Background: an optimization exercise with open tools, aiming at small area and a short achievable clock period. Do not read the settings as production practice. In this exercise RTL edits were held to simulation tests only and were not proved equivalent to the original. No activity file was given, so power comes from the tool's default toggle rates.

**design.v**
```verilog
module fpu_ss_multi_scoreboard #(
    parameter int NB_CORES     = 2,
    parameter int NUM_REGS     = 32,
    parameter int CNT_W        = 2,
    parameter int MAX_INFLIGHT = 8,
    parameter int IN_ORDER_WB  = 1,
    localparam int CORE_W      = (NB_CORES > 1) ? $clog2(NB_CORES) : 1,
    localparam int REG_W       = $clog2(NUM_REGS),
    localparam int INF_W       = $clog2(MAX_INFLIGHT + 1)
) (
    input  logic                clk_i,
    input  logic                rst_ni,
    input  logic                disp_valid_i,
    output logic                disp_ready_o,
    input  logic [CORE_W-1:0]   disp_core_i,
    input  logic [3*REG_W-1:0]  disp_rs_i,
    input  logic [2:0]          disp_rs_use_i,
    input  logic [REG_W-1:0]    disp_rd_i,
    input  logic                disp_rd_fp_i,
    input  logic                fpu_wb_valid_i,
    input  logic [CORE_W-1:0]   fpu_wb_core_i,
    input  logic [REG_W-1:0]    fpu_wb_rd_i,
    input  logic                lsu_wb_valid_i,
    input  logic [CORE_W-1:0]   lsu_wb_core_i,
    input  logic [REG_W-1:0]    lsu_wb_rd_i,
    output logic [5:0]          fwd_sel_o,
    output logic [INF_W-1:0]    inflight_o,
    output logic                err_o
);
    localparam int NS    = MAX_INFLIGHT;
    localparam int TAG_W = CORE_W + REG_W;
    logic [TAG_W-1:0] tag_q [NS];
    logic [CNT_W-1:0] cnt_q [NS];
    logic [INF_W-1:0] inflight_q;
    logic             err_q;
    logic [NS-1:0]    live, one, full, core_m, rd_m, fpu_m, lsu_m;
    logic [2:0]       rs_fh, rs_lh, rs_nz, rs_one;
    logic [NS-1:0]    alloc, inc_s, fpu_s, lsu_s;
    logic [NS-1:0]    rs_m [3];
    logic [2:0]       raw_haz;
    logic [5:0]       fwd_sel;
    logic             hazard, inc, rd_hit, rd_full, fpu_hit, fpu_multi, lsu_hit;
    logic             same_tgt, fpu_ok, lsu_ok, err_set;
    always_comb begin
        for (int s = 0; s < NS; s++) begin
            live[s]   = (cnt_q[s] != '0);
            one[s]    = (cnt_q[s] == CNT_W'(1));
            full[s]   = (cnt_q[s] == '1);
            core_m[s] = live[s] && (tag_q[s][REG_W +: CORE_W] == disp_core_i);
            rd_m[s]   = core_m[s] && (tag_q[s][REG_W-1:0] == disp_rd_i);
            fpu_m[s]  = fpu_wb_valid_i && live[s] && (tag_q[s] == {fpu_wb_core_i, fpu_wb_rd_i});
            lsu_m[s]  = lsu_wb_valid_i && live[s] && (tag_q[s] == {lsu_wb_core_i, lsu_wb_rd_i});
            for (int i = 0; i < 3; i++)
                rs_m[i][s] = core_m[s] && (tag_q[s][REG_W-1:0] == disp_rs_i[i*REG_W +: REG_W]);
        end
        for (int i = 0; i < 3; i++) begin
            rs_fh[i] = fpu_wb_valid_i && (fpu_wb_core_i == disp_core_i)
                    && (fpu_wb_rd_i == disp_rs_i[i*REG_W +: REG_W]);
            rs_lh[i] = lsu_wb_valid_i && (lsu_wb_core_i == disp_core_i)
                    && (lsu_wb_rd_i == disp_rs_i[i*REG_W +: REG_W]);
            rs_nz[i] = disp_rs_use_i[i] && (|rs_m[i]);
            rs_one[i] = |(rs_m[i] & one);
            raw_haz[i]       = rs_nz[i] && !(rs_one[i] && (rs_fh[i] ^ rs_lh[i]));
            fwd_sel[2*i]     = rs_nz[i] && rs_one[i] && rs_fh[i] && !rs_lh[i];
            fwd_sel[2*i + 1] = rs_nz[i] && rs_one[i] && rs_lh[i] && !rs_fh[i];
        end
    end
    always_comb begin
        rd_full  = |(rd_m & full);
        hazard   = (|raw_haz) || (disp_rd_fp_i && (rd_full || inflight_q[INF_W-1]));
        inc      = disp_valid_i && !hazard && disp_rd_fp_i;
        rd_hit   = |rd_m;
        fpu_hit   = |fpu_m;
        fpu_multi = |(fpu_m & ~one);
        lsu_hit   = |lsu_m;
        same_tgt  = fpu_wb_valid_i && lsu_wb_valid_i
                 && (fpu_wb_core_i == lsu_wb_core_i) && (fpu_wb_rd_i == lsu_wb_rd_i);
        fpu_ok    = fpu_hit;
        lsu_ok    = same_tgt ? fpu_multi : lsu_hit;
        err_set   = (fpu_wb_valid_i && !fpu_ok) || (lsu_wb_valid_i && !lsu_ok);
        for (int s = 0; s < NS; s++) begin
            alloc[s] = !live[s];
            for (int t = 0; t < s; t++)
                if (!live[t]) alloc[s] = 1'b0;
        end
        inc_s = {NS{inc}} & (rd_hit ? rd_m : alloc);
        fpu_s = fpu_m;
        lsu_s = {NS{lsu_ok}} & lsu_m;
    end
    assign disp_ready_o = !hazard;
    assign fwd_sel_o    = fwd_sel;
    assign inflight_o   = inflight_q;
    assign err_o        = err_q;
    always_ff @(posedge clk_i) begin
        for (int s = 0; s < NS; s++)
            if (!live[s])
                tag_q[s] <= {disp_core_i, disp_rd_i};
    end
    always_ff @(posedge clk_i or negedge rst_ni) begin
        if (!rst_ni) begin
            for (int s = 0; s < NS; s++)
                cnt_q[s] <= '0;
            inflight_q <= '0;
            err_q      <= 1'b0;
        end else begin
            for (int s = 0; s < NS; s++)
                cnt_q[s] <= cnt_q[s] + CNT_W'(inc_s[s]) - CNT_W'(fpu_s[s]) - CNT_W'(lsu_s[s]);
            inflight_q <= inflight_q + INF_W'(inc) - INF_W'(fpu_ok) - INF_W'(lsu_ok);
            if (err_set)
                err_q <= 1'b1;
        end
    end
endmodule
```
**config.mk**
```make
export PLATFORM = sky130hd
export DESIGN_NAME = fpu_ss_multi_scoreboard
export DESIGN_NICKNAME = fpu_ss_multi_scoreboard
export VERILOG_FILES = /design/flow/design.v
export SDC_FILE = /design/flow/constraint.sdc
export NUM_CORES = 4
export LEC_CHECK = 0
export CAP_MARGIN = 20
export CORE_MARGIN = 2
export CORE_UTILIZATION = 60
export CTS_BUF_LIST = sky130_fd_sc_hd__clkbuf_8
export PLACE_DENSITY = 0.75
export SETUP_SLACK_MARGIN = 3.9
export SLEW_MARGIN = 20
```
**standard.sh**
```bash
#!/bin/bash
# synth_recipe.tcl (not shown) runs the flow's synth.tcl, then flattens the netlist and writes it again
# the make line also repeats each setting of config.mk as NAME=value (left out here)
make -C /OpenROAD-flow-scripts/flow DESIGN_CONFIG=/design/flow/config.mk WORK_HOME=/design/flow/orfs CLKGATE_MAP_FILE= SYNTH_SCRIPT=/design/flow/synth_recipe.tcl "${@:-finish}"
```
**constraint.sdc**
```tcl
create_clock -name core_clock -period 10.0 [get_ports {clk_i}]
set_input_delay 2.0000 -clock core_clock [delete_from_list [all_inputs] [get_ports {clk_i}]]
set_output_delay 2.0000 -clock core_clock [all_outputs]
set_load 0.01 [all_outputs]
```
**flow/run.sh**
```bash
#!/bin/bash
# The standard layout, with the port buffers made as buf_4 cells instead of the
# resizer's default pick, so the ports do not start out behind slow delay cells.
set -euo pipefail
bash standard.sh "BUFFER_PORTS_ARGS=-buffer_cell sky130_fd_sc_hd__buf_4" ${EXTRA_VARS:-} finish > orfs_finish.log 2>&1
```
==> results of run 1 <==
[critical path: cells and delay by family]
family | cells | cell delay, ps
xor gates and xnor gates | 1 | 140
and+or+nand+nor | 3 | 1140
buffers and inverters | 2 | 350
AOI/OAI and AO/OA | 2 | 390
[final timing paths]
path,startpoint,endpoint,cells past startpoint
worst max-delay path,disp_core_i[0],disp_ready_o,8
worst min-delay path,err_q,err_q,2
worst max register to register,cnt_q[7][1],cnt_q[7][1],11
worst min register to register,err_q,err_q,2
max in group asynchronous,rst_ni,cnt_q[1][1],1
min in group asynchronous,rst_ni,cnt_q[6][1],1
[state kept, by name, summed over array words and instances (netlist names)]
register	flops
err_q	1
tag_q	48
inflight_q	4
cnt_q	16
[cells by family (layout without fill, tap and decap cells)]
family | after synthesis | after routing | synth area share
xor gates and xnor gates | 323 | 323 | 0.385
AOI/OAI and AO/OA | 40 | 40 | 0.0420
buffers and inverters | 93 | 94 | 0.0685
and+or+nand+nor | 255 | 255 | 0.193
adders and majority gates | 21 | 21 | 0.0457
DFF | 69 | 69 | 0.266
other | 0 | 1 | 0
[report_power, final]
group | internal [W] | total [W] | leakage [nW] | switching [W]
clock network | 0.000114 | 0.000236 | 0.101 | 0.000122
registers | 0.000439 | 0.000659 | 0.738 | 0.000220
logic | 0.000335 | 0.000770 | 2.21 | 0.000434
total | 0.000888 | 0.00166 | 3.05 | 0.000776
[through the flow]
step                hold slack [ps]  total power, W  worst slack (ps)
floorplan                       479         0.00119              4230
global placement                476         0.00137              3770
detailed placement              491         0.00140              3750
CTS                             511         0.00164              3940
global route                    528         0.00176              3900
finish                          502         0.00166              3980
[cell usage after synthesis, drive strengths merged (2+ instances only)]
| master | count | area (um^2) |
|---|---|---|
| nand3b | 3 | 22.5 |
| clkbuf | 2 | 8.75 |
| xnor2 | 117 | 1040 |
| o31ai | 3 | 22.5 |
| dfrtp | 21 | 526 |
| edfxtp | 48 | 1440 |
| fa | 10 | 200 |
| nor2b | 3 | 18.8 |
| o2111ai | 3 | 26.3 |
| or4 | 8 | 63.8 |
| nand2 | 20 | 77.6 |
| xor2 | 206 | 1800 |
| and2 | 3 | 18.8 |
| or3b | 3 | 26.3 |
| nand4b | 2 | 17.5 |
| o41ai | 2 | 17.5 |
| o22ai | 7 | 43.8 |
| inv | 18 | 67.6 |
| nor2 | 44 | 165 |
| nor4 | 28 | 233 |
| nand4 | 17 | 106 |
| nand2b | 9 | 56.3 |
| o211ai | 3 | 22.5 |
| buf | 73 | 430 |
| and4 | 4 | 35.0 |
| nand3 | 57 | 285 |
| o211a | 3 | 30.0 |
| nor3b | 6 | 45.0 |
| o21ai | 8 | 40.0 |
| o31a | 2 | 17.5 |
| a22o | 2 | 17.5 |
| or2 | 6 | 37.5 |
| nor3 | 40 | 205 |
| ha | 11 | 138 |
[routing by layer]
layer  part of all wire  routed length (um)
met1               0.41               10000
met3              0.095                2340
met2               0.45               11100
met5                  0                   0
met4              0.047                1150
[final cells by class]
type | instances | area share
antenna | 1 | 0.000317
multi-input combinational | 639 | 0.632
clock inverter | 7 | 0.00809
timing repair buffer | 60 | 0.0624
inverter | 18 | 0.00857
sequential | 69 | 0.249
clock buffer | 9 | 0.0157
tap | 147 | 0.0233
[what timing repair did]
action | in CTS | in global routing
resized for setup | 4 | 16
buffers inserted | 1 | 2
setup endpoints to repair | 1 | 1
pin swaps | 0 | 4
==> reports/summary.txt, run 1 <==
CTS Hold Buffers Added: 0
Die Width: 115 um
Initial DRC Count: 643
Setup TNS: 0 ps
Crit path arrival time: 4020 ps
Pwr Density: 211 nW/um^2
first-pass GRT wire length: 37,200 um
normalized max-slew margin: 0.357
register area share after synthesis: 0.266
Ports: 54
Final Hold Fails: 0
clk_skew: 11.1 ps
WP data required: 8000 ps
Yosys reg bits: 69
maximum fanout along the worst path: 18
Largest stage delay, worst path: 630 ps
Tightest Pin Transition: 962 ps
Final Net Count: 860
Max VDD drop: 0.187 mV
crit share post-route: 0.602
WL/cell: 25.9 um
TritonCTS clock tree: done
Final Slew Violations: 0
total core area: 12,000 um^2
CTS sink count: 69
Final Util: 0.656
number of flops mapped to enable cells by yosys: 48
CP Class: in -> out
met1 GRT Util: 0.521
CTS H-tree lvls: 3
Mapped Avg Cell Area: 9.23 um^2
routability cong.: 1.04
initial antenna violation count: 1
grt total ovfl: 0
PortBufs: 53
layout cells sized above 1: 0.121
die height: 115 um
Max Cap Viol: 0
vias: 6,158
endpoints failing setup: 0
post-synthesis async set-or-reset flop share: 0.304
die area: 13,200 um^2
Synth warnings: 4
most frequent cells in the layout: 206 x xor2_1, 115 x xnor2_1, 57 x nand3_1
Primary FF master, synth: edfxtp_1
filler instances: 1,000
Detailed Route WL: 24,600 um
Placed Cells: 930
Initial Util: 0.616
DR pass1 iterations: 8
worst skew pair latency: 380 ps
number of non-filler instances in the completed layout: 950
Antenna Violating Nets Remaining: 0
Most Used Layer, Global Route: met2
dpl hpwl: 17,900 um
Reg clk slew, reported paths: 80 ps
placed inst area: 7570 um^2
RSZ-0062 raised after global routing: no
CP cell instances: buf_6 -> xor2_1 -> or2_2 -> or4_1 -> o2111ai_2 -> o21ai_0 -> and2_1 -> buf_4
FP Rows: 40
area occupied by multi-input gates: 4980 um^2
Tmin final: 6020 ps
status: complete, no violations
HP Class: reg -> reg
Num CTS Buffers: 9
Max Clk Rate: 166 MHz
Mapped Nets: 864
vias in the first global route: 6,122
synthesis-to-layout area growth: 6.63%
largest net degree at the start of global routing: 22
Worst setup SP type: primary input
Gate Count Post-Synth: 801
Slowest-stage cell, CP: or4_1
met2 usage: 0.606
Reg area: 1970 um^2
flop2flop setup slack: 5610 ps
leak pwr: 3.05 nW
crit end category: primary output
# DRC: 0
mapped cell area: 7390 um^2
Distinct cells, synth: 56
most common cell after layout, fill and taps aside: xor2_1
vias per cell: 6.48
Max clock buf depth: 2
CTS Root Cell: clkbuf_8
GR Util met3: 0.0759
GRT Overall Usage: 0.387
fin area: 7890 um^2
==> inputs of run 2 (changes only) <==
--- a/config.mk
+++ b/config.mk
@@ -10,5 +10,5 @@
 export CORE_UTILIZATION = 60
 export CTS_BUF_LIST = sky130_fd_sc_hd__clkbuf_8
 export PLACE_DENSITY = 0.75
-export SETUP_SLACK_MARGIN = 3.9
+export SETUP_SLACK_MARGIN = 3.75
 export SLEW_MARGIN = 20
==> reports/summary.txt, run 2 <==
status: complete, no violations
most frequent cells in the layout: 206 x xor2_1, 115 x xnor2_1, 60 x buf_4
post-synthesis async set-or-reset flop share: 0.304 (unchanged)
number of flops mapped to enable cells by yosys: 48 (unchanged)
Final Hold Fails: 0 (unchanged)
Reg with most FFs: tag_q
vias per cell: 6.44 (-0.62%)
top-count cell post-synth: xor2_1
die area: 13,200 um^2 (unchanged)
initial antenna violation count: 0 (-1)
Setup TNS: 0 ps (unchanged)
vias in the first global route: 6,118 (-0.065%)
Die Width: 115 um (unchanged)
total core area: 12,000 um^2 (unchanged)
Initial Util: 0.616 (unchanged)
CP Class: in -> out
Num CTS Buffers: 9 (unchanged)
first-pass GRT wire length: 37,100 um (-0.17%)
HP Class: reg -> reg
crit end category: primary output
Antenna Violating Nets Remaining: 0 (unchanged)
Worst setup SP type: primary input
Max Clk Rate: 164 MHz (-1.5%)
Max clock buf depth: 2 (unchanged)
Initial DRC Count: 653 (+1.6%)
Final Util: 0.650 (-0.00677)
dpl hpwl: 17,900 um (unchanged)
die height: 115 um (unchanged)
Yosys reg bits: 69 (unchanged)
ant diodes: 0 (-1)
Tightest Pin Transition: 944 ps (-17.8 ps)
Distinct cells, synth: 56 (unchanged)
WL/cell: 25.7 um (-0.59%)
WP data required: 8000 ps (about the same)
CTS H-tree lvls: 3 (unchanged)
Synth area leaders: xor2_1 24%, edfxtp_1 19%, xnor2_1 14%, dfrtp_1 7.1%, buf_2 4.0%
FP Rows: 40 (unchanged)
TritonCTS clock tree: done
layout cells sized above 1: 0.118 (-0.00264)
Pwr Density: 212 nW/um^2 (+0.58%)
normalized max-slew margin: 0.368 (+0.0119)
flop2flop setup slack: 5570 ps (-40 ps)
maximum fanout along the worst path: 10 (-8)
CTS sink count: 69 (unchanged)
GRT Overall Usage: 0.386 (-0.000782)
endpoints failing setup: 0 (unchanged)
area share of the largest cell type after synthesis: 0.244 (unchanged)
Gate Count Post-Synth: 801 (unchanged)
vias: 6,120 (-0.62%)
Synth area leader: xor2_1
grt total ovfl: 0 (unchanged)
clk_skew: 10.3 ps (-0.782 ps)
CP cell instances: buf_4 -> xnor2_2 -> nand2_1 -> nor4_1 -> xnor2_1 -> o21ai_1 -> a222oi_1 -> buf_4 -> and2_1 -> buf_4
PortBufs: 53 (unchanged)
Synth warnings: 4 (unchanged)
most common cell after layout, fill and taps aside: xor2_1
cell with the most instances on the worst path: buf_4
CTS Root Cell: clkbuf_8
CP Buf/Inv Count: 3 (+1)
crit share post-route: 0.611 (+0.00927)
mapped cell area: 7390 um^2 (unchanged)
Detailed Route WL: 24,400 um (-0.59%)
Final Slew Violations: 0 (unchanged)
Mapped Nets: 864 (unchanged)
Tmin final: 6110 ps (+92.7 ps)
worst skew pair latency: 380 ps (about the same)
Slowest-stage cell, CP: nor4_1
# DRC: 0 (unchanged)
largest net degree at the start of global routing: 22 (unchanged)
Mapped Avg Cell Area: 9.23 um^2 (unchanged)
largest registers: tag_q: 48 flops, cnt_q: 16 flops, inflight_q: 4 flops
most frequent cells after synthesis: 206 x xor2_1, 115 x xnor2_1, 59 x buf_2
leak pwr: 3.03 nW (-0.75%)
CP delay by family, top: simple AND/OR/NAND/NOR gates
synthesis-to-layout area growth: 5.53%
Max Cap Viol: 0 (unchanged)
routability cong.: 1.04 (unchanged)
Largest stage delay, worst path: 540 ps (-90 ps)
Reg clk slew, reported paths: 80 ps (about the same)
RSZ-0062 raised after global routing: no
Final Net Count: 861 (+0.12%)
Max VDD drop: 0.188 mV (+0.27%)
Ports: 54 (unchanged)
DR pass1 iterations: 5 (-3)
Largest register FFs: 48 (unchanged)
register area share after synthesis: 0.266 (unchanged)
Crit path arrival time: 4110 ps (+90 ps)
Primary FF master, synth: edfxtp_1
[run 2: cell counts after synthesis]
Identical to the previous run, type by type.
[run 2: worst reg2reg max path, cell delays in order (launching register included)]
cell and delay [ps]:
dfrtp_1 490, nor2_1 770, or2_2 320, nor4_2 100, nor4_1 650, nand4_1 420, nor4_1 420, o211a_1 210
fa_1 420, ha_1 200, xor2_1 200, xnor2_1 150
[run 2: what timing repair did]
action                                  in CTS  in global routing
endpoints found under the setup margin       1                  1
buffers inserted                             0                  4
hold buffers                                 0                  0
pin swaps                                    0                  1
resized for setup                            1                  2
[run 2: cell type report]
| class | count | area [um^2] |
|---|---|---|
| clock inverter | 7 | 63.8 |
| sequential | 69 | 1970 |
| timing repair buffer | 61 | 462 |
| inverter | 18 | 67.6 |
| multi-input combinational | 639 | 4940 |
| fill | 1014 | 4210 |
| tap | 147 | 184 |
| clock buffer | 9 | 124 |
[run 2: stage by stage]
stage          worst slack, ps  std cells  total power, W  cell area, um^2  hold WS, ps
3_5_place_dp              3750        930         0.00140             7570          491
2_1_floorplan             4230        801         0.00119             7390          479
6_report                  3890        950         0.00166             7800          502
4_1_cts                   3850        946         0.00164             7760          511
5_1_grt                   3770        950         0.00175             7800          528
3_3_place_gp              3770        930         0.00137             7570          476
[run 2: metal layers]
layer | wire [um] | GRT usage | up-vias
met2 | 10900 | 0.604 | 392
met4 | 1180 | 0.175 | 0
met3 | 2380 | 0.0727 | 89
met1 | 10000 | 0.522 | 2942
li1 | - | - | 2697
met5 | 0 | 0 | -
[run 2: cells by family after synthesis]
group,synth area share
simple gates,0.193
flops,0.266
buf+inv,0.0685
xor+xnor,0.385
fa+ha+maj,0.0457
compound gates,0.0420
[run 2: where the power goes]
| part | internal (W) | leakage [nW] | switching (W) |
|---|---|---|---|
| combinational | 0.000334 | 2.19 | 0.000428 |
| sequential | 0.000439 | 0.738 | 0.000220 |
| clock | 0.000114 | 0.101 | 0.000122 |
| total | 0.000887 | 3.03 | 0.000770 |
[run 2: worst paths after layout]
path                                   from            to  depth (start not counted)
setup / recovery           lsu_wb_core_i[0]  disp_ready_o                         10
hold / removal                        err_q         err_q                          2
setup reg to reg                cnt_q[7][1]   cnt_q[7][1]                         11
hold reg to reg                       err_q         err_q                          2
max in group asynchronous            rst_ni   cnt_q[0][1]                          1
min in group asynchronous            rst_ni   cnt_q[6][1]                          1
==> inputs of run 3 (changes only) <==
--- a/config.mk
+++ b/config.mk
@@ -9,6 +9,8 @@
 export CORE_MARGIN = 2
 export CORE_UTILIZATION = 60
 export CTS_BUF_LIST = sky130_fd_sc_hd__clkbuf_8
+export CTS_CLUSTER_DIAMETER = 80
+export CTS_CLUSTER_SIZE = 30
 export PLACE_DENSITY = 0.75
 export SETUP_SLACK_MARGIN = 3.75
 export SLEW_MARGIN = 20
==> reports/summary.txt, run 3 <==
CTS Root Cell: clkbuf_8
largest net degree at the start of global routing: 22 (unchanged)
Final Net Count: 861 (unchanged)
die area: 13,200 um^2 (unchanged)
vias: 6,120 (unchanged)
Primary FF master, synth: edfxtp_1
Reg area: 1970 um^2 (unchanged)
filler instances: 1,014 (unchanged)
Detailed Route WL: 24,400 um (unchanged)
mux contribution to synthesized area: 0 (unchanged)
register area share after synthesis: 0.266 (unchanged)
Num CTS Buffers: 9 (unchanged)
reg-to-reg startpoint: cnt_q[7][1]
Antenna Violating Nets Remaining: 0 (unchanged)
total core area: 12,000 um^2 (unchanged)
Register-to-Register Path Depth: 11 (unchanged)
Worst setup SP type: primary input
Post-Synth Simple-Gate Area: 0.193 (unchanged)
WL/cell: 25.7 um (unchanged)
Max Clk Rate: 164 MHz (unchanged)
synthesis-to-layout area growth: 5.53% (unchanged)
placed inst area: 7570 um^2 (unchanged)
Placed Cells: 930 (unchanged)
dpl hpwl: 17,900 um (unchanged)
top-count cell post-synth: xor2_1
maximum fanout along the worst path: 10 (unchanged)
WP data required: 8000 ps (about the same)
TritonCTS clock tree: done
vias per cell: 6.44 (unchanged)
Final Hold Fails: 0 (unchanged)
HP Class: reg -> reg
crit end category: primary output
Crit path arrival time: 4110 ps (about the same)
Ports: 54 (unchanged)
die height: 115 um (unchanged)
crit share post-route: 0.611 (unchanged)
CP Launch Point: lsu_wb_core_i[0]
routability cong.: 1.04 (unchanged)
CTS sink count: 69 (unchanged)
Setup TNS: 0 ps (unchanged)
CP Class: in -> out
flop2flop setup slack: 5570 ps (about the same)
Post-Synth XOR/XNOR Area: 0.385 (unchanged)
Die Width: 115 um (unchanged)
Initial Util: 0.616 (unchanged)
DR pass1 iterations: 5 (unchanged)
Final Slew Violations: 0 (unchanged)
Synth area leader: xor2_1
CTS H-tree lvls: 3 (unchanged)
status: complete, no violations
Adder-Cell Fraction of Synth Area: 0.0457 (unchanged)
Largest register FFs: 48 (unchanged)
vias in the first global route: 6,118 (unchanged)
Max clock buf depth: 2 (unchanged)
Max Cap Viol: 0 (unchanged)
Tmin final: 6110 ps (unchanged)
Synth area leaders: xor2_1 24%, edfxtp_1 19%, xnor2_1 14%, dfrtp_1 7.1%, buf_2 4.0%
most frequent cells after synthesis: 206 x xor2_1, 115 x xnor2_1, 59 x buf_2
first-pass GRT wire length: 37,100 um (unchanged)
worst skew pair latency: 380 ps (about the same)
RSZ-0062 raised after global routing: no
clk_skew: 10.3 ps (unchanged)
area occupied by multi-input gates: 4940 um^2 (unchanged)
Reg with most FFs: tag_q
Tightest Pin Transition: 944 ps (unchanged)
Max VDD drop: 0.188 mV (unchanged)
endpoints failing setup: 0 (unchanged)
number of non-filler instances in the completed layout: 950 (unchanged)
Pwr Total: 0.00166 W (unchanged)
layout cells sized above 1: 0.118 (unchanged)
leak pwr: 3.03 nW (unchanged)
GRT Overall Usage: 0.386 (unchanged)
area share of the largest cell type after synthesis: 0.244 (unchanged)
Mapped Avg Cell Area: 9.23 um^2 (unchanged)
fin area: 7800 um^2 (unchanged)
Gate Count Post-Synth: 801 (unchanged)
Distinct cells, synth: 56 (unchanged)
Pwr Density: 212 nW/um^2 (unchanged)
initial antenna violation count: 0 (unchanged)
Yosys reg bits: 69 (unchanged)
fraction of the mapped netlist area in compound gates: 0.0420 (unchanged)
# DRC: 0 (unchanged)
largest registers: tag_q: 48 flops, cnt_q: 16 flops, inflight_q: 4 flops
grt total ovfl: 0 (unchanged)
reg2reg end: cnt_q[7][1]
Critical Path End: disp_ready_o
number of flops mapped to enable cells by yosys: 48 (unchanged)
normalized max-slew margin: 0.368 (unchanged)
mapped cell area: 7390 um^2 (unchanged)
FP Rows: 40 (unchanged)
most frequent cells in the layout: 206 x xor2_1, 115 x xnor2_1, 60 x buf_4
Reg clk slew, reported paths: 80 ps (about the same)
Initial DRC Count: 653 (unchanged)
PortBufs: 53 (unchanged)
most common cell after layout, fill and taps aside: xor2_1
ant diodes: 0 (unchanged)
post-synthesis async set-or-reset flop share: 0.304 (unchanged)
largest family of logic cells by synthesized area: XOR/XNOR gates
hold_sp: err_q
Synth warnings: 4 (unchanged)
Mapped Nets: 864 (unchanged)
[run 3: how the worst min path moves through the flow]
stage / to / slack, ps / cells past startpoint
detailed placement: err_q / 490 / 2
global route: err_q / 530 / 2
finish: err_q / 500 / 2
floorplan: cnt_q[3][1] / 480 / 1
CTS: err_q / 510 / 2
global placement: err_q / 480 / 2
[run 3: through the flow]
step	setup slack [ps]	hold slack, ps	util
after floorplan	4230	479	-
after global placement	3770	476	0.630
after detailed placement	3750	491	0.630
after CTS	3850	511	0.646
after global routing	3770	528	0.650
final	3890	502	0.650
[run 3: cell type report]
| cell class | count | share of cell area |
|---|---|---|
| Clock inverter | 7 | 0.00818 |
| Tap cell | 147 | 0.0236 |
| Clock buffer | 9 | 0.0159 |
| Multi-Input combinational cell | 639 | 0.633 |
| Inverter | 18 | 0.00866 |
| Timing Repair Buffer | 61 | 0.0592 |
| Sequential cell | 69 | 0.252 |
[run 3: report_power, final]
group          internal [W]  switching, W
Clock              0.000114      0.000122
Combinational      0.000334      0.000428
Sequential         0.000439      0.000220
[run 3: what timing repair did]
action	in CTS	in global routing
resized for setup	1	2
setup buffers	0	4
pin swaps	0	1
endpoints found under the setup margin	1	1
hold buffers	0	0
[run 3: worst max-delay path, cell delays in order]
cell and delay (ps):
buf_4 190, xnor2_2 200, nand2_1 170, nor4_1 540
xnor2_1 190, o21ai_1 90, a222oi_1 250, buf_4 230
and2_1 140, buf_4 110
[run 3: cell families after synthesis]
logic type,Yosys count
xor+xnor,323
buf+inv,93
flops,69
compound gates,40
simple gates,255
fa+ha+maj,21
[run 3: routing by layer]
metal | vias to the layer above | wire [um] | GRT usage
met5 | - | 0 | 0
met4 | 0 | 1180 | 0.175
met3 | 89 | 2380 | 0.0727
met2 | 392 | 10900 | 0.604
met1 | 2942 | 10000 | 0.522
li1 | 2697 | - | -
==> inputs of run 4 (changes only) <==
==> flow/run.sh (replaced) <==
#!/bin/bash
# The standard layout, with the port buffers made as buf_2 cells instead of the
# resizer's default pick, so the ports do not start out behind slow delay cells.
set -euo pipefail
bash standard.sh "BUFFER_PORTS_ARGS=-buffer_cell sky130_fd_sc_hd__buf_2" ${EXTRA_VARS:-} finish > orfs_finish.log 2>&1
--- a/config.mk
+++ b/config.mk
@@ -9,8 +9,6 @@
 export CORE_MARGIN = 2
 export CORE_UTILIZATION = 60
 export CTS_BUF_LIST = sky130_fd_sc_hd__clkbuf_8
-export CTS_CLUSTER_DIAMETER = 80
-export CTS_CLUSTER_SIZE = 30
 export PLACE_DENSITY = 0.75
 export SETUP_SLACK_MARGIN = 3.75
 export SLEW_MARGIN = 20
==> reports/summary.txt, run 4 <==
Critical Path End: disp_ready_o
PortBufs: 53 (unchanged)
routability cong.: 1.07 (+3.2%)
endpoints failing setup: 0 (unchanged)
CP Class: in -> out
ant diodes: 0 (unchanged)
flop2flop setup slack: 5660 ps (+90 ps)
GRT Overall Usage: 0.401 (+0.0147)
Yosys reg bits: 69 (unchanged)
Detailed Route WL: 25,600 um (+4.8%)
register area share after synthesis: 0.266 (unchanged)
Final Net Count: 862 (+0.12%)
WL/cell: 26.9 um (+4.7%)
most frequent cells after synthesis: 206 x xor2_1, 115 x xnor2_1, 59 x buf_2
Final Slew Violations: 0 (unchanged)
Antenna Violating Nets Remaining: 0 (unchanged)
vias: 6,288 (+2.7%)
Synth area leaders: xor2_1 24%, edfxtp_1 19%, xnor2_1 14%, dfrtp_1 7.1%, buf_2 4.0%
Max VDD drop: 0.155 mV (-17%)
CP Launch Point: disp_rd_i[4]
area share of the largest cell type after synthesis: 0.244 (unchanged)
Reg with most FFs: tag_q
top-count cell post-synth: xor2_1
crit share post-route: 0.618 (+0.00684)
reg2reg end: inflight_q[3]
Pwr Total: 0.00164 W (-0.90%)
vias per cell: 6.61 (+2.6%)
vias in the first global route: 6,180 (+1.0%)
RSZ-0062 raised after global routing: no
Final Hold Fails: 0 (unchanged)
reg-to-reg startpoint: tag_q[2][2]
Tightest Pin Transition: 1010 ps (+62.6 ps)
die area: 13,200 um^2 (unchanged)
worst skew pair latency: 380 ps (about the same)
Primary FF master, synth: edfxtp_1
met1 GRT Util: 0.550 (+0.0273)
Worst setup SP type: primary input
crit end category: primary output
Initial DRC Count: 837 (+28%)
Most Used Layer, Global Route: met2
Mapped Nets: 864 (unchanged)
CTS Root Cell: clkbuf_8
CTS sink count: 69 (unchanged)
total core area: 12,000 um^2 (unchanged)
Gate Count Post-Synth: 801 (unchanged)
post-synthesis async set-or-reset flop share: 0.304 (unchanged)
status: complete, no violations
Num CTS Buffers: 9 (unchanged)
met2 usage: 0.596 (-0.00706)
grt total ovfl: 0 (unchanged)
TritonCTS clock tree: done
Synth area leader: xor2_1
Initial Util: 0.616 (unchanged)
layout cells sized above 1: 0.123 (+0.00483)
Mapped Avg Cell Area: 9.23 um^2 (unchanged)
Setup WS post-layout: 3820 ps (-68.4 ps)
FP Rows: 40 (unchanged)
Synth warnings: 4 (unchanged)
Max Cap Viol: 0 (unchanged)
Distinct cells, synth: 56 (unchanged)
Reg area: 1970 um^2 (unchanged)
dpl hpwl: 18,200 um (+1.8%)
GR Util met3: 0.107 (+0.0343)
Ports: 54 (unchanged)
largest registers: tag_q: 48 flops, cnt_q: 16 flops, inflight_q: 4 flops
initial antenna violation count: 0 (unchanged)
largest net degree at the start of global routing: 22 (unchanged)
mapped cell area: 7390 um^2 (unchanged)
most frequent cells in the layout: 204 x xor2_1, 115 x xnor2_1, 57 x nand3_1
first-pass GRT wire length: 38,100 um (+2.8%)
Max Clk Rate: 162 MHz (-1.1%)
maximum fanout along the worst path: 16 (+6)
filler instances: 989 (-2.5%)
normalized max-slew margin: 0.323 (-0.0456)
number of flops mapped to enable cells by yosys: 48 (unchanged)
DR pass1 iterations: 8 (+3)
area occupied by multi-input gates: 4960 um^2 (+0.58%)
# DRC: 0 (unchanged)
synthesis-to-layout area growth: 5.94%
dpl ws: 3500 ps (-247 ps)
clk_skew: 15.3 ps (+5.05 ps)
Largest register FFs: 48 (unchanged)
Tmin final: 6180 ps (+68.4 ps)
leak pwr: 3.05 nW (+0.64%)
HP Class: reg -> reg
Die Width: 115 um (unchanged)
Reg clk slew, reported paths: 80 ps (about the same)
most common cell after layout, fill and taps aside: xor2_1
WP data required: 8000 ps (about the same)
Setup TNS: 0 ps (unchanged)
Register-to-Register Path Depth: 14 (+3)
Crit path arrival time: 4180 ps (+70 ps)
die height: 115 um (unchanged)
Pwr Density: 210 nW/um^2 (-1.3%)
CTS H-tree lvls: 3 (unchanged)
Max clock buf depth: 2 (unchanged)
==> run 4: cell families after synthesis <==
family,after synthesis,synth area share
simple gates,255,0.193
flops,69,0.266
fa+ha+maj,21,0.0457
xor+xnor,323,0.385
compound gates,40,0.0420
buf+inv,93,0.0685
==> run 4: where the power goes <==
group / switching (W) / internal, W
combinational: 0.000438 / 0.000333
clock: 0.000109 / 0.000112
sequential: 0.000211 / 0.000439
total: 0.000758 / 0.000884
==> run 4: worst min-delay path by stage <==
stage                startpoint           to  slack, ps  depth (start not counted)
global route              err_q        err_q        510                          2
CTS                       err_q        err_q        490                          2
global placement          err_q        err_q        460                          2
detailed placement        err_q        err_q        470                          2
finish                    err_q        err_q        480                          2
floorplan           cnt_q[3][1]  cnt_q[3][1]        480                          1
==> run 4: area by class of cell <==
| class | instances | share of cell area |
|---|---|---|
| Timing Repair Buffer | 62 | 0.0597 |
| Multi-Input combinational cell | 639 | 0.634 |
| Sequential cell | 69 | 0.251 |
| Tap cell | 147 | 0.0235 |
| Inverter | 18 | 0.00862 |
| Clock inverter | 7 | 0.00751 |
| Clock buffer | 9 | 0.0158 |
==> run 4: through the flow <==
step	utilization	instance area, um^2	hold slack [ps]	std cells
floorplan	-	7390	479	801
global placement	0.620	7440	459	931
detailed placement	0.620	7440	468	931
CTS	0.640	7690	488	947
global route	0.652	7830	515	951
finish	0.652	7830	481	951
==> run 4: worst max-delay path: stages <==
cell and delay [ps]:
buf_2 440, xnor2_1 190, nand3_1 100, nor4_1 530, o2bb2a_1 290, o2111ai_1 180
o21ai_0 150, and2_1 170, buf_2 130
==> run 4: timing repair <==
action	in CTS	in global routing
gates resized for setup	23	32
pin swaps	0	6
buffers inserted	0	4
setup endpoints to repair	1	1
hold buffers	0	0
==> run 4: layer usage <==
metal | routed length [um] | vias up
li1 | - | 2701
met1 | 10300 | 3011
met2 | 10900 | 477
met3 | 3150 | 99
met4 | 1270 | 0
met5 | 0 | -
==> inputs of run 5 (changes only) <==
==> flow/run.sh (replaced) <==
#!/bin/bash
set -euo pipefail
bash standard.sh "BUFFER_PORTS_ARGS=-buffer_cell sky130_fd_sc_hd__buf_4" "SETUP_MOVE_SEQUENCE=sizeup,swap" finish > orfs_finish.log 2>&1
--- a/config.mk
+++ b/config.mk
@@ -10,5 +10,5 @@
 export CORE_UTILIZATION = 60
 export CTS_BUF_LIST = sky130_fd_sc_hd__clkbuf_8
 export PLACE_DENSITY = 0.75
-export SETUP_SLACK_MARGIN = 3.75
+export SETUP_SLACK_MARGIN = 4.25
 export SLEW_MARGIN = 20
==> reports/summary.txt, run 5 <==
PortBufs: 53 (unchanged)
most common cell after layout, fill and taps aside: xor2_1
area occupied by multi-input gates: 5200 um^2 (+4.7%)
synthesis-to-layout area growth: 10.9%
area share of the largest cell type after synthesis: 0.244 (unchanged)
layout cells sized above 1: 0.153 (+0.0294)
Max VDD drop: 0.199 mV (+28%)
Setup WS post-layout: 3950 ps (+129 ps)
Setup TNS: 0 ps (unchanged)
Gate Count Post-Synth: 801 (unchanged)
dpl ws: 3770 ps (+269 ps)
TritonCTS clock tree: done
P_int: 0.000907 W (+2.5%)
vias: 6,313 (+0.40%)
Initial DRC Count: 785 (-6.2%)
Reg power frac: 0.392 (-0.004)
Distinct cells, synth: 56 (unchanged)
largest registers: tag_q: 48 flops, cnt_q: 16 flops, inflight_q: 4 flops
mapped cell area: 7390 um^2 (unchanged)
crit end category: primary output
crit share post-route: 0.605 (-0.0129)
Pwr Total: 0.00168 W (+2.5%)
# DRC: 0 (unchanged)
CTS sink count: 69 (unchanged)
WL/cell: 25.9 um (-4.0%)
Die Width: 115 um (unchanged)
Max clock buf depth: 2 (unchanged)
Mapped Avg Cell Area: 9.23 um^2 (unchanged)
status: complete, no violations
WP data required: 8000 ps (about the same)
grt total ovfl: 0 (unchanged)
worst skew pair latency: 380 ps (about the same)
Primary FF master, synth: edfxtp_1
placed inst area: 7580 um^2 (+1.9%)
CTS Hold Buffers Added: 0 (unchanged)
Reg with most FFs: tag_q
Initial Util: 0.616 (unchanged)
die height: 115 um (unchanged)
Tmin final: 6050 ps (-129 ps)
Sw Ratio: 0.461 (about the same)
vias in the first global route: 6,349 (+2.7%)
routability cong.: 1.03 (-3.8%)
dpl hpwl: 17,300 um (-5.2%)
CTS Root Cell: clkbuf_8
Synth warnings: 4 (unchanged)
most frequent cells after synthesis: 206 x xor2_1, 115 x xnor2_1, 59 x buf_2
Max Clk Rate: 165 MHz (+2.1%)
most frequent cells in the layout: 205 x xor2_1, 106 x xnor2_1, 53 x nand3_1
endpoints failing setup: 0 (unchanged)
ant diodes: 0 (unchanged)
CP Class: in -> out
maximum fanout along the worst path: 10 (-6)
die area: 13,200 um^2 (unchanged)
Ports: 54 (unchanged)
Pwr Density: 205 nW/um^2 (-2.1%)
top-count cell post-synth: xor2_1
DR pass1 iterations: 5 (-3)
Detailed Route WL: 24,500 um (-4.4%)
largest net degree at the start of global routing: 22 (unchanged)
initial antenna violation count: 0 (unchanged)
Worst setup SP type: primary input
post-synthesis async set-or-reset flop share: 0.304 (unchanged)
filler instances: 944 (-4.6%)
normalized max-slew margin: 0.418 (+0.0955)
Mapped Nets: 864 (unchanged)
leak pwr: 3.17 nW (+4.1%)
Antenna Violating Nets Remaining: 0 (unchanged)
Reg clk slew, reported paths: 70 ps (about the same)
HP Class: reg -> reg
switching power of the nets: 0.000776 W (+2.5%)
Reg area: 1970 um^2 (unchanged)
Crit path arrival time: 4050 ps (-130 ps)
Num CTS Buffers: 9 (unchanged)
Tightest Pin Transition: 864 ps (-142 ps)
vias per cell: 6.67 (+0.82%)
Final Hold Fails: 0 (unchanged)
Synth area leaders: xor2_1 24%, edfxtp_1 19%, xnor2_1 14%, dfrtp_1 7.1%, buf_2 4.0%
FP Rows: 40 (unchanged)
Synth area leader: xor2_1
Final Net Count: 859 (-0.35%)
number of flops mapped to enable cells by yosys: 48 (unchanged)
first-pass GRT wire length: 36,300 um (-4.8%)
GRT Overall Usage: 0.378 (-0.0231)
clk_skew: 7.73 ps (-7.60 ps)
register area share after synthesis: 0.266 (unchanged)
total core area: 12,000 um^2 (unchanged)
Final Slew Violations: 0 (unchanged)
CTS H-tree lvls: 3 (unchanged)
Clock Power Share: 0.131 (-0.004)
Max Cap Viol: 0 (unchanged)
fin area: 8200 um^2 (+4.7%)
RSZ-0062 raised after global routing: yes
Yosys reg bits: 69 (unchanged)
Logic pwr share: 0.476 (+0.006)
Largest register FFs: 48 (unchanged)
## run 5: power groups by stage
stage	registers (W)	clock network, W	logic, W
after CTS	0.000652	0.000224	0.000766
after floorplan	0.000491	0	0.000699
after global placement	0.000649	0	0.000717
after detailed placement	0.000656	0	0.000748
after global routing	0.000670	0.000235	0.000871
final	0.000660	0.000221	0.000802
## run 5: final timing paths
path                                 end  slack (ps)  cells after the start              from
max                         disp_ready_o        3950                     10  fpu_wb_core_i[0]
min                                err_q         490                      2             err_q
max reg2reg                inflight_q[3]        5800                     14       tag_q[3][1]
min reg2reg                        err_q         490                      2             err_q
max in group asynchronous    cnt_q[2][1]        8280                      1            rst_ni
min in group asynchronous  inflight_q[2]        1500                      1            rst_ni
## run 5: layer usage
metal	vias up	part of all wire	track usage
met3	104	0.11	0.0928
met5	-	0	0
li1	2691	-	-
met2	426	0.45	0.592
met4	0	0.050	0.204
met1	3092	0.39	0.483
## run 5: metrics by stage
stage          hold slack [ps]  instances  utilization
3_5_place_dp               472        932        0.631
6_report                   489        947        0.683
3_3_place_gp               475        932        0.631
5_1_grt                    513        947        0.683
4_1_cts                    491        947        0.661
2_1_floorplan              479        801            -
## run 5: cell families after synthesis
logic type / count (synthesis) / share of synthesized area
compound gates: 40 / 0.0420
simple gates: 255 / 0.193
fa+ha+maj: 21 / 0.0457
xor+xnor: 323 / 0.385
buf+inv: 93 / 0.0685
flops: 69 / 0.266
## run 5: what timing repair did
action	in CTS	in global routing
cloned	0	0
hold endpoints to repair	0	0
pin swaps	6	13
gates resized for setup	36	46
setup endpoints to repair	5	5
setup buffers	0	0
## run 5: critical path, cell delays in order
cell and delay [ps]:
buf_6 180, xnor2_2 140, nand2_2 120, or4_4 570, xnor2_2 170, o21ai_1 90, a222oi_1 240, buf_4 260
and2_4 160, buf_4 110
## run 5: layout make-up
| type | instances | share of cell area |
|---|---|---|
| inverters | 18 | 0.00824 |
| multi-input cells | 639 | 0.634 |
| clock buffers | 9 | 0.0151 |
| flip-flops and latches | 69 | 0.240 |
| well taps | 147 | 0.0224 |
| repair buffers | 59 | 0.0738 |
| clock inverters | 6 | 0.00686 |
==> inputs of run 6 (changes only) <==
==> flow/run.sh (replaced) <==
#!/bin/bash
# The standard layout (standard.sh, ORFS synthesis to final), with the port
# buffers made as buf_4 cells instead of the resizer's default pick, a slow
# delay cell that the timing repair leaves in place on the port paths.
# The whole ORFS run's output goes to orfs_finish.log; ORFS also keeps each
# step's log under orfs/logs/.
set -euo pipefail
bash standard.sh "BUFFER_PORTS_ARGS=-buffer_cell sky130_fd_sc_hd__buf_4" finish > orfs_finish.log 2>&1
--- a/config.mk
+++ b/config.mk
@@ -10,5 +10,5 @@
 export CORE_UTILIZATION = 60
 export CTS_BUF_LIST = sky130_fd_sc_hd__clkbuf_8
 export PLACE_DENSITY = 0.75
-export SETUP_SLACK_MARGIN = 4.25
+export SETUP_SLACK_MARGIN = 3.9
 export SLEW_MARGIN = 20
==> reports/summary.txt, run 6 <==
FP Rows: 40 (unchanged)
WP data required: 8000 ps (about the same)
Reg power frac: 0.396 (+0.004)
die height: 115 um (unchanged)
Gate Count Post-Synth: 801 (unchanged)
status: complete, no violations
initial antenna violation count: 1 (+1)
PortBufs: 53 (unchanged)
Worst setup SP type: primary input
CTS sink count: 69 (unchanged)
Synth area leader: xor2_1
Primary FF master, synth: edfxtp_1
most common cell after layout, fill and taps aside: xor2_1
vias: 6,158 (-2.5%)
Antenna Violating Nets Remaining: 0 (unchanged)
CTS Hold Buffers Added: 0 (unchanged)
most frequent cells after synthesis: 206 x xor2_1, 115 x xnor2_1, 59 x buf_2
top-count cell post-synth: xor2_1
Initial DRC Count: 643 (-18%)
HP Class: reg -> reg
Die Width: 115 um (unchanged)
crit share post-route: 0.602 (-0.00319)
Tmin final: 6020 ps (-31.9 ps)
# DRC: 0 (unchanged)
clk_skew: 11.1 ps (+3.32 ps)
Reg with most FFs: tag_q
CTS H-tree lvls: 3 (unchanged)
most frequent cells in the layout: 206 x xor2_1, 115 x xnor2_1, 57 x nand3_1
Max VDD drop: 0.187 mV (-6.1%)
placed inst area: 7570 um^2 (-0.20%)
CP Class: in -> out
endpoints failing setup: 0 (unchanged)
Largest stage delay, worst path: 630 ps (+60 ps)
WL/cell: 25.9 um (about the same)
vias per cell: 6.48 (-2.8%)
normalized max-slew margin: 0.357 (-0.0618)
vias in the first global route: 6,122 (-3.6%)
grt total ovfl: 0 (unchanged)
RSZ-0062 raised after global routing: no
register area share after synthesis: 0.266 (unchanged)
Reg clk slew, reported paths: 80 ps (about the same)
largest net degree at the start of global routing: 22 (unchanged)
Largest register FFs: 48 (unchanged)
area share of the largest cell type after synthesis: 0.244 (unchanged)
number of flops mapped to enable cells by yosys: 48 (unchanged)
Final Slew Violations: 0 (unchanged)
die area: 13,200 um^2 (unchanged)
Slowest-stage cell, CP: or4_1
synthesis-to-layout area growth: 6.63%
layout cells sized above 1: 0.121 (-0.0316)
CP cell instances: buf_6 -> xor2_1 -> or2_2 -> or4_1 -> o2111ai_2 -> o21ai_0 -> and2_1 -> buf_4
routability cong.: 1.04 (+0.75%)
TritonCTS clock tree: done
Initial Util: 0.616 (unchanged)
Pwr Density: 211 nW/um^2 (+2.9%)
Synth warnings: 4 (unchanged)
Max clock buf depth: 2 (unchanged)
Logic pwr share: 0.462 (-0.014)
Max Cap Viol: 0 (unchanged)
maximum fanout along the worst path: 18 (+8)
CP Buf/Inv Count: 2 (-1)
Clock Power Share: 0.142 (+0.011)
Crit path arrival time: 4020 ps (-30 ps)
Mapped Nets: 864 (unchanged)
largest registers: tag_q: 48 flops, cnt_q: 16 flops, inflight_q: 4 flops
Max Clk Rate: 166 MHz (+0.53%)
mapped cell area: 7390 um^2 (unchanged)
switching power of the nets: 0.000776 W (about the same)
first-pass GRT wire length: 37,200 um (+2.3%)
Synth area leaders: xor2_1 24%, edfxtp_1 19%, xnor2_1 14%, dfrtp_1 7.1%, buf_2 4.0%
Yosys reg bits: 69 (unchanged)
leak pwr: 3.05 nW (-3.8%)
Final Hold Fails: 0 (unchanged)
CP delay by family, top: simple AND/OR/NAND/NOR gates
CTS Root Cell: clkbuf_8
total core area: 12,000 um^2 (unchanged)
Sw Ratio: 0.466 (+0.00502)
fin area: 7890 um^2 (-3.9%)
Final Net Count: 860 (+0.12%)
crit end category: primary output
filler instances: 1,000 (+5.9%)
Tightest Pin Transition: 962 ps (+97.2 ps)
Ports: 54 (unchanged)
Distinct cells, synth: 56 (unchanged)
Setup TNS: 0 ps (unchanged)
DR pass1 iterations: 8 (+3)
worst skew pair latency: 380 ps (about the same)
dpl hpwl: 17,900 um (+3.6%)
P_int: 0.000889 W (-2.0%)
Num CTS Buffers: 9 (unchanged)
GRT Overall Usage: 0.387 (+0.00919)
Mapped Avg Cell Area: 9.23 um^2 (unchanged)
post-synthesis async set-or-reset flop share: 0.304 (unchanged)
Detailed Route WL: 24,600 um (+0.41%)
## run 6: cell families (layout without fill, tap and decap cells)
family | after synthesis | after routing | share of synthesized area
adders and majority gates | 21 | 21 | 0.0457
and+or+nand+nor | 255 | 255 | 0.193
buffers and inverters | 93 | 94 | 0.0685
other | 0 | 1 | 0
DFF | 69 | 69 | 0.266
xor gates and xnor gates | 323 | 323 | 0.385
AOI/OAI and AO/OA | 40 | 40 | 0.0420
## run 6: worst register-to-register path: cells and delay by family, from the launching register on
family,cells,cell delay (ps)
XOR/XNOR,2,350
flip-flops,1,480
AND/OR/NAND/NOR,6,2650
AO/OA/AOI/OAI,1,200
adder cells (fa/ha/maj),2,620
## run 6: what timing repair did
action                                  CTS  global route
cloned                                    0             0
pin swaps                                 0             4
endpoints found under the setup margin    1             1
resized for setup                         4            16
setup buffers                             1             2
## run 6: final cells by class
type,count,area [um^2],share of cell area
diodes,1,2.50,0.000317
clock buffers,9,124,0.0157
clock inverters,7,63.8,0.00809
inverters,18,67.6,0.00857
multi-input cells,639,4980,0.632
flip-flops and latches,69,1970,0.249
well taps,147,184,0.0233
repair buffers,60,492,0.0624
## run 6: per-stage QoR
step	std cells	setup WS, ps	total power [W]	hold slack, ps	util
floorplan	801	4230	0.00119	479	-
global placement	930	3770	0.00137	476	0.630
detailed placement	930	3750	0.00140	491	0.630
CTS	947	3940	0.00164	511	0.648
global route	949	3900	0.00176	528	0.656
finish	950	3980	0.00166	502	0.656
## run 6: layer usage
metal	global-route usage	vias up	routed length, um
met5	0	-	0
met4	0.174	0	1150
met3	0.0759	100	2340
met2	0.606	400	11100
met1	0.521	2955	10000
li1	-	2703	-
## run 6: power by group through the flow
stage | logic, W | clock network (W) | registers (W)
floorplan | 0.000699 | 0 | 0.000491
global placement | 0.000716 | 0 | 0.000650
detailed placement | 0.000742 | 0 | 0.000657
CTS | 0.000750 | 0.000240 | 0.000651
global route | 0.000839 | 0.000248 | 0.000670
finish | 0.000770 | 0.000236 | 0.000659
## run 6: worst paths after layout
path                                startpoint      endpoint  slack [ps]  cells after the start
worst max-delay path            disp_core_i[0]  disp_ready_o        3980                      8
worst min-delay path                     err_q         err_q         500                      2
worst max register to register     cnt_q[7][1]   cnt_q[7][1]        5610                     11
worst min register to register           err_q         err_q         500                      2
max in group asynchronous               rst_ni   cnt_q[1][1]        8280                      1
min in group asynchronous               rst_ni   cnt_q[6][1]        1490                      1
==> inputs of run 7 (changes only) <==
--- a/design.v
+++ b/design.v
@@ -39,8 +39,8 @@
     logic [NS-1:0]    rs_m [3];
     logic [2:0]       raw_haz;
     logic [5:0]       fwd_sel;
-    logic             hazard, inc, rd_hit, rd_full, fpu_hit, fpu_multi, lsu_hit;
-    logic             same_tgt, fpu_ok, lsu_ok, err_set;
+    logic             hazard, inc, rd_hit, rd_full;
+    logic             fpu_ok, lsu_ok, err_set;
     always_comb begin
         for (int s = 0; s < NS; s++) begin
             live[s]   = (cnt_q[s] != '0);
@@ -70,13 +70,8 @@
         hazard   = (|raw_haz) || (disp_rd_fp_i && (rd_full || inflight_q[INF_W-1]));
         inc      = disp_valid_i && !hazard && disp_rd_fp_i;
         rd_hit   = |rd_m;
-        fpu_hit   = |fpu_m;
-        fpu_multi = |(fpu_m & ~one);
-        lsu_hit   = |lsu_m;
-        same_tgt  = fpu_wb_valid_i && lsu_wb_valid_i
-                 && (fpu_wb_core_i == lsu_wb_core_i) && (fpu_wb_rd_i == lsu_wb_rd_i);
-        fpu_ok    = fpu_hit;
-        lsu_ok    = same_tgt ? fpu_multi : lsu_hit;
+        fpu_ok    = |fpu_m;
+        lsu_ok    = |(lsu_m & ~(fpu_m & one));
         err_set   = (fpu_wb_valid_i && !fpu_ok) || (lsu_wb_valid_i && !lsu_ok);
         for (int s = 0; s < NS; s++) begin
             alloc[s] = !live[s];
--- a/config.mk
+++ b/config.mk
@@ -10,5 +10,5 @@
 export CORE_UTILIZATION = 60
 export CTS_BUF_LIST = sky130_fd_sc_hd__clkbuf_8
 export PLACE_DENSITY = 0.75
-export SETUP_SLACK_MARGIN = 3.9
+export SETUP_SLACK_MARGIN = 4.1
 export SLEW_MARGIN = 20
==> reports/summary.txt, run 7 <==
Tightest Pin Transition: 975 ps (+13.1 ps)
Final Hold Fails: 0 (unchanged)
post-synthesis async set-or-reset flop share: 0.304 (unchanged)
layout cells sized above 1: 0.139 (+0.0185)
routability cong.: 0.996 (-4.4%)
DR pass1 iterations: 6 (-2)
leak pwr: 3.18 nW (+4.0%)
Final Net Count: 847 (-1.5%)
reg-to-reg startpoint: cnt_q[5][0]
Final Slew Violations: 0 (unchanged)
Max VDD drop: 0.170 mV (-8.9%)
CP Class: in -> out
status: complete, no violations
Synth area leader: xor2_1
TritonCTS clock tree: done
Largest stage delay, worst path: 360 ps (-270 ps)
CP Launch Point: fpu_wb_core_i[0]
Slowest-stage cell, CP: a222oi_1
Distinct cells, synth: 53 (-5.4%)
Largest register FFs: 48 (unchanged)
Pwr Density: 218 nW/um^2 (+3.1%)
Primary FF master, synth: edfxtp_1
vias in the first global route: 6,252 (+2.1%)
# DRC: 0 (unchanged)
top-count cell post-synth: xor2_1
reg2reg end: cnt_q[0][1]
crit end category: primary output
Mapped Nets: 847 (-2.0%)
Setup WS post-layout: 3990 ps (+15.3 ps)
area share of the largest cell type after synthesis: 0.288 (+0.0438)
PortBufs: 53 (unchanged)
Gate Count Post-Synth: 784 (-2.1%)
Worst setup SP type: primary input
WP data required: 8000 ps (about the same)
most frequent cells after synthesis: 237 x xor2_1, 79 x xnor2_1, 53 x buf_2
Initial Util: 0.608 (-0.00750)
first-pass GRT wire length: 36,000 um (-3.0%)
Register-to-Register Path Depth: 12 (+1)
Detailed Route WL: 23,600 um (-3.9%)
Num CTS Buffers: 9 (unchanged)
Initial DRC Count: 788 (+23%)
most frequent cells in the layout: 236 x xor2_1, 75 x xnor2_1, 48 x edfxtp_1
CTS Hold Buffers Added: 0 (unchanged)
total core area: 11,900 um^2 (-1.2%)
crit share post-route: 0.601 (-0.00153)
Max Cap Viol: 0 (unchanged)
initial antenna violation count: 0 (-1)
dpl hpwl: 16,800 um (-6.2%)
CTS Root Cell: clkbuf_8
mapped cell area: 7210 um^2 (-2.5%)
Crit path arrival time: 4010 ps (about the same)
largest registers: tag_q: 48 flops, cnt_q: 16 flops, inflight_q: 4 flops
Max Clk Rate: 167 MHz (+0.25%)
worst hold stages: 1 (-1)
CP cell instances: buf_6 -> xnor2_4 -> nand2_4 -> buf_12 -> nor4_4 -> xor2_1 -> o41ai_1 -> a222oi_1 -> buf_4 -> and2_4 -> buf_6
vias: 6,060 (-1.6%)
CTS H-tree lvls: 3 (unchanged)
Reg with most FFs: tag_q
hold_sp: inflight_q[3]
Mapped Avg Cell Area: 9.20 um^2 (-0.34%)
HP Class: reg -> reg
FP Rows: 40 (unchanged)
Crit path depth: 11 (+3)
die area: 12,900 um^2 (-2.4%)
CP Buf/Inv Count: 4 (+2)
clk_skew: 9.71 ps (-1.35 ps)
Reg clk slew, reported paths: 70 ps (about the same)
number of flops mapped to enable cells by yosys: 48 (unchanged)
Ports: 54 (unchanged)
Die Width: 114 um (-1.2%)
Synth warnings: 4 (unchanged)
synthesis-to-layout area growth: 10.7%
most common cell after layout, fill and taps aside: xor2_1
worst skew pair latency: 360 ps (-20 ps)
die height: 114 um (-1.2%)
maximum fanout along the worst path: 9 (-9)
RSZ-0062 raised after global routing: yes
Antenna Violating Nets Remaining: 0 (unchanged)
grt total ovfl: 0 (unchanged)
Tmin final: 6010 ps (-15.3 ps)
vias per cell: 6.47 (-0.12%)
Setup TNS: 0 ps (unchanged)
WL/cell: 25.2 um (-2.5%)
Max clock buf depth: 2 (unchanged)
normalized max-slew margin: 0.345 (-0.0114)
Synth area leaders: xor2_1 29%, edfxtp_1 20%, xnor2_1 9.6%, dfrtp_1 7.3%, buf_2 3.7%
CTS sink count: 69 (unchanged)
GRT Overall Usage: 0.377 (-0.00946)
register area share after synthesis: 0.273 (+0.00669)
CP delay by family, top: buffers and inverters
Yosys reg bits: 69 (unchanged)
Hold Crit Endpoint: inflight_q[3]
largest net degree at the start of global routing: 22 (unchanged)
flop2flop setup slack: 5610 ps (about the same)
ant diodes: 0 (-1)
dpl ws: 3750 ps (+2.21 ps)
endpoints failing setup: 0 (unchanged)
cell with the most instances on the worst path: buf_6
## run 7: cell count changes in the layout (fill, tap and decap cells not counted), sizes merged, moves of 5 or more
| cell | previous run | this run |
|---|---|---|
| or4 | 8 | 2 |
| xnor2 | 117 | 79 |
| inv | 20 | 12 |
| nand3 | 57 | 45 |
| o22ai | 7 | 14 |
| xor2 | 206 | 238 |
| nor3 | 40 | 47 |
| and3 | 1 | 10 |
| nor2 | 44 | 31 |
| buf | 60 | 65 |
## run 7: how the worst max path moves through the flow
| stage | end | slack (ps) |
|---|---|---|
| after floorplan | disp_ready_o | 4270 |
| after global placement | disp_ready_o | 3840 |
| after detailed placement | disp_ready_o | 3750 |
| after CTS | disp_ready_o | 4110 |
| after global routing | disp_ready_o | 3930 |
| final | disp_ready_o | 3990 |
## run 7: per-layer routing
layer,track usage,part of all wire
met1,0.490,0.38
met2,0.573,0.44
met3,0.0792,0.11
met4,0.246,0.062
met5,0,0
## run 7: cell type report
cell class	count	area (um^2)
multi-input cells	627	4940
fillers	945	3880
flip-flops and latches	69	1970
repair buffers	66	652
well taps	147	184
clock buffers	11	151
clock inverters	5	51.3
inverters	11	41.3
## run 7: power by group
part | switching [W] | internal (W)
clock | 0.000104 | 0.000127
combinational | 0.000448 | 0.000359
sequential | 0.000249 | 0.000451
total | 0.000801 | 0.000936
## run 7: repair_timing
item / CTS / global route
setup buffers: 2 / 6
endpoints found under the setup margin: 1 / 1
endpoints found under the hold margin: 0 / 0
resized for setup: 45 / 6
cloned: 0 / 1
pin swaps: 8 / 6
## run 7: per-stage QoR
step	hold slack, ps	instance area (um^2)	util	instances	power [W]
after floorplan	480	7210	-	784	0.00124
after global placement	497	7410	0.624	911	0.00141
after detailed placement	510	7410	0.624	911	0.00145
after CTS	518	7850	0.662	929	0.00171
after global routing	536	7980	0.673	936	0.00185
final	516	7980	0.673	936	0.00174
## run 7: kinds of logic (layout without fill, tap and decap cells)
family | count (synthesis) | after routing | share of synthesized area
AOI/OAI and AO/OA | 55 | 55 | 0.0545
and+or+nand+nor | 234 | 234 | 0.176
xor gates and xnor gates | 317 | 317 | 0.386
DFF | 69 | 69 | 0.273
adders and majority gates | 21 | 21 | 0.0468
buffers and inverters | 88 | 93 | 0.0638
==> inputs of run 8 (changes only) <==
--- a/config.mk
+++ b/config.mk
@@ -10,5 +10,6 @@
 export CORE_UTILIZATION = 60
 export CTS_BUF_LIST = sky130_fd_sc_hd__clkbuf_8
 export PLACE_DENSITY = 0.75
-export SETUP_SLACK_MARGIN = 4.1
+export SETUP_SLACK_MARGIN = 3.9
 export SLEW_MARGIN = 20
+export TNS_END_PERCENT = 0
==> reports/summary.txt, run 8 <==
Hold Crit Endpoint: inflight_q[3]
largest registers: tag_q: 48 flops, cnt_q: 16 flops, inflight_q: 4 flops
synthesis-to-layout area growth: 7.42%
vias per cell: 6.53 (+0.88%)
Largest register FFs: 48 (unchanged)
Reg clk slew, reported paths: 70 ps (about the same)
routability cong.: 0.996 (unchanged)
Tmin final: 6020 ps (+15.4 ps)
Distinct cells, synth: 53 (unchanged)
die height: 114 um (unchanged)
PortBufs: 53 (unchanged)
grt total ovfl: 0 (unchanged)
Final Hold Fails: 0 (unchanged)
Mapped Avg Cell Area: 9.20 um^2 (unchanged)
initial antenna violation count: 0 (unchanged)
most common cell after layout, fill and taps aside: xor2_1
CP Class: in -> out
most frequent cells in the layout: 236 x xor2_1, 76 x xnor2_1, 51 x buf_4
# DRC: 0 (unchanged)
GRT Overall Usage: 0.376 (-0.00127)
register area share after synthesis: 0.273 (unchanged)
Register-to-Register Path Depth: 12 (unchanged)
Max Cap Viol: 0 (unchanged)
Synth area leader: xor2_1
worst hold stages: 1 (unchanged)
RSZ-0062 raised after global routing: no
vias: 6,061 (+0.017%)
Max VDD drop: 0.169 mV (-0.93%)
Reg with most FFs: tag_q
TritonCTS clock tree: done
number of flops mapped to enable cells by yosys: 48 (unchanged)
FP Rows: 40 (unchanged)
reg2reg end: cnt_q[0][1]
Setup TNS: 0 ps (unchanged)
maximum fanout along the worst path: 10 (+1)
DR pass1 iterations: 5 (-1)
dpl hpwl: 16,800 um (unchanged)
Detailed Route WL: 23,100 um (-2.3%)
total core area: 11,900 um^2 (unchanged)
layout cells sized above 1: 0.125 (-0.0139)
Initial Util: 0.608 (unchanged)
Max Clk Rate: 166 MHz (-0.26%)
status: complete, no violations
top-count cell post-synth: xor2_1
endpoints failing setup: 0 (unchanged)
CTS H-tree lvls: 3 (unchanged)
Gate Count Post-Synth: 784 (unchanged)
Initial DRC Count: 693 (-12%)
Ports: 54 (unchanged)
Crit path arrival time: 4020 ps (about the same)
CTS Hold Buffers Added: 0 (unchanged)
Mapped Nets: 847 (unchanged)
Synth warnings: 4 (unchanged)
Final Util: 0.653 (-0.0197)
Final Net Count: 839 (-0.94%)
Synth area leaders: xor2_1 29%, edfxtp_1 20%, xnor2_1 9.6%, dfrtp_1 7.3%, buf_2 3.7%
area share of the largest cell type after synthesis: 0.288 (unchanged)
leak pwr: 3.07 nW (-3.4%)
mapped cell area: 7210 um^2 (unchanged)
WP data required: 8000 ps (about the same)
worst skew pair latency: 360 ps (about the same)
Worst setup SP type: primary input
flop2flop setup slack: 5620 ps (about the same)
post-synthesis async set-or-reset flop share: 0.304 (unchanged)
Die Width: 114 um (unchanged)
largest net degree at the start of global routing: 22 (unchanged)
crit share post-route: 0.602 (+0.00154)
Antenna Violating Nets Remaining: 0 (unchanged)
Pwr Density: 222 nW/um^2 (+1.8%)
normalized max-slew margin: 0.358 (+0.0130)
WL/cell: 24.9 um (-1.5%)
reg-to-reg startpoint: cnt_q[5][0]
hold_sp: inflight_q[3]
Max clock buf depth: 2 (unchanged)
die area: 12,900 um^2 (unchanged)
Primary FF master, synth: edfxtp_1
Pwr Total: 0.00172 W (-1.1%)
vias in the first global route: 6,218 (-0.54%)
CTS sink count: 69 (unchanged)
most frequent cells after synthesis: 237 x xor2_1, 79 x xnor2_1, 53 x buf_2
clk_skew: 10.9 ps (+1.15 ps)
Final Slew Violations: 0 (unchanged)
Tightest Pin Transition: 955 ps (-19.4 ps)
Yosys reg bits: 69 (unchanged)
Hold WS: 515 ps (-1.07 ps)
crit end category: primary output
CTS Root Cell: clkbuf_8
ant diodes: 0 (unchanged)
first-pass GRT wire length: 35,800 um (-0.57%)
HP Class: reg -> reg
Num CTS Buffers: 9 (unchanged)
==> run 8: critical path, stage by stage <==
cell and delay [ps]:
buf_4 220, xnor2_1 150, nand3_1 160, nor4_4 360, xor2_1 240, o41ai_1 110, a222oi_1 350, buf_4 200
and2_1 120, buf_4 110
==> run 8: final cells by class <==
class | instances | area, um^2
Multi-Input combinational cell | 627 | 4890
Clock buffer | 11 | 151
Fill cell | 960 | 4110
Sequential cell | 69 | 1970
Tap cell | 147 | 184
Timing Repair Buffer | 58 | 465
Inverter | 11 | 41.3
Clock inverter | 5 | 51.3
==> run 8: power by group <==
| group | switching (W) | internal (W) |
|---|---|---|
| Clock | 0.000104 | 0.000127 |
| Sequential | 0.000248 | 0.000451 |
| Combinational | 0.000442 | 0.000345 |
| Total | 0.000795 | 0.000923 |
==> run 8: worst max path at each step <==
stage	startpoint	endpoint	slack, ps	depth (start not counted)
floorplan	disp_rs_i[5]	disp_ready_o	4270	9
global placement	disp_core_i[0]	disp_ready_o	3840	10
detailed placement	disp_core_i[0]	disp_ready_o	3750	10
CTS	fpu_wb_core_i[0]	disp_ready_o	3940	10
global route	fpu_wb_rd_i[3]	disp_ready_o	3900	10
finish	disp_rs_i[9]	disp_ready_o	3980	10
==> run 8: through the flow <==
step / area (um^2) / cells / setup slack (ps)
after floorplan: 7210 / 784 / 4270
final: 7750 / 928 / 3980
after global routing: 7750 / 928 / 3900
after global placement: 7410 / 911 / 3840
after CTS: 7680 / 928 / 3940
after detailed placement: 7410 / 911 / 3750
==> run 8: metal layers <==
metal	GRT usage	part of all wire	vias up
li1	-	-	2644
met1	0.488	0.40	2932
met2	0.576	0.44	387
met3	0.0813	0.098	98
met4	0.233	0.062	0
met5	0	0	-
==> run 8: cell families after synthesis <==
| group | Yosys count | share of synthesized area |
|---|---|---|
| and+or+nand+nor | 234 | 0.176 |
| xor gates and xnor gates | 317 | 0.386 |
| adders and majority gates | 21 | 0.0468 |
| buffers and inverters | 88 | 0.0638 |
| DFF | 69 | 0.273 |
| AOI/OAI and AO/OA | 55 | 0.0545 |
==> run 8: repair_timing <==
item,in CTS,in global routing
setup buffers,1,0
pin swaps,0,4
gates resized for setup,10,12
setup endpoints to repair,1,1
endpoints found under the hold margin,0,0
gates cloned,0,0

==> port drivers added, routing unchanged <==
The results above use ideal ports. As a check the final layouts listed here were re-extracted and re-timed, cells and wires unchanged.
Step 1 sets driving cells, clkbuf_16 on the clock port and buf_2 on the other inputs (assumed; they add their load-dependent delay and slew).
Step 2 times the ports against the registers' clock, not the clock port: input delays grow and output delays shrink by t, the midpoint of the rising clock arrivals with the driver on.
Slacks: ideal ports / drivers / drivers and shift; pairs: ideal ports / drivers.
| run | t, ns | setup WS [ns] | hold WS [ns] |
|---|---|---|---|
| run 1 | 0.411 | 3.979 / 3.942 / 3.942 | 0.502 / 0.502 / 0.502 |
| run 2 | 0.412 | 3.887 / 3.862 / 3.862 | 0.502 / 0.502 / 0.502 |
| run 3 | 0.412 | 3.887 / 3.862 / 3.862 | 0.502 / 0.502 / 0.502 |
| run 4 | 0.408 | 3.818 / 3.795 / 3.795 | 0.481 / 0.481 / 0.481 |
| run 5 | 0.407 | 3.947 / 3.894 / 3.894 | 0.489 / 0.489 / 0.489 |
| run 6 | 0.411 | 3.979 / 3.942 / 3.942 | 0.502 / 0.502 / 0.502 |
| run 7 | 0.394 | 3.995 / 3.884 / 3.884 | 0.516 / 0.516 / 0.516 |
| run 8 | 0.394 | 3.979 / 3.954 / 3.954 | 0.515 / 0.515 / 0.515 |
After both steps setup and hold are still met in every run listed. The setup slack of run 7, which loses most, moves by -0.111 ns with the drivers and by -0.111 ns with both steps.
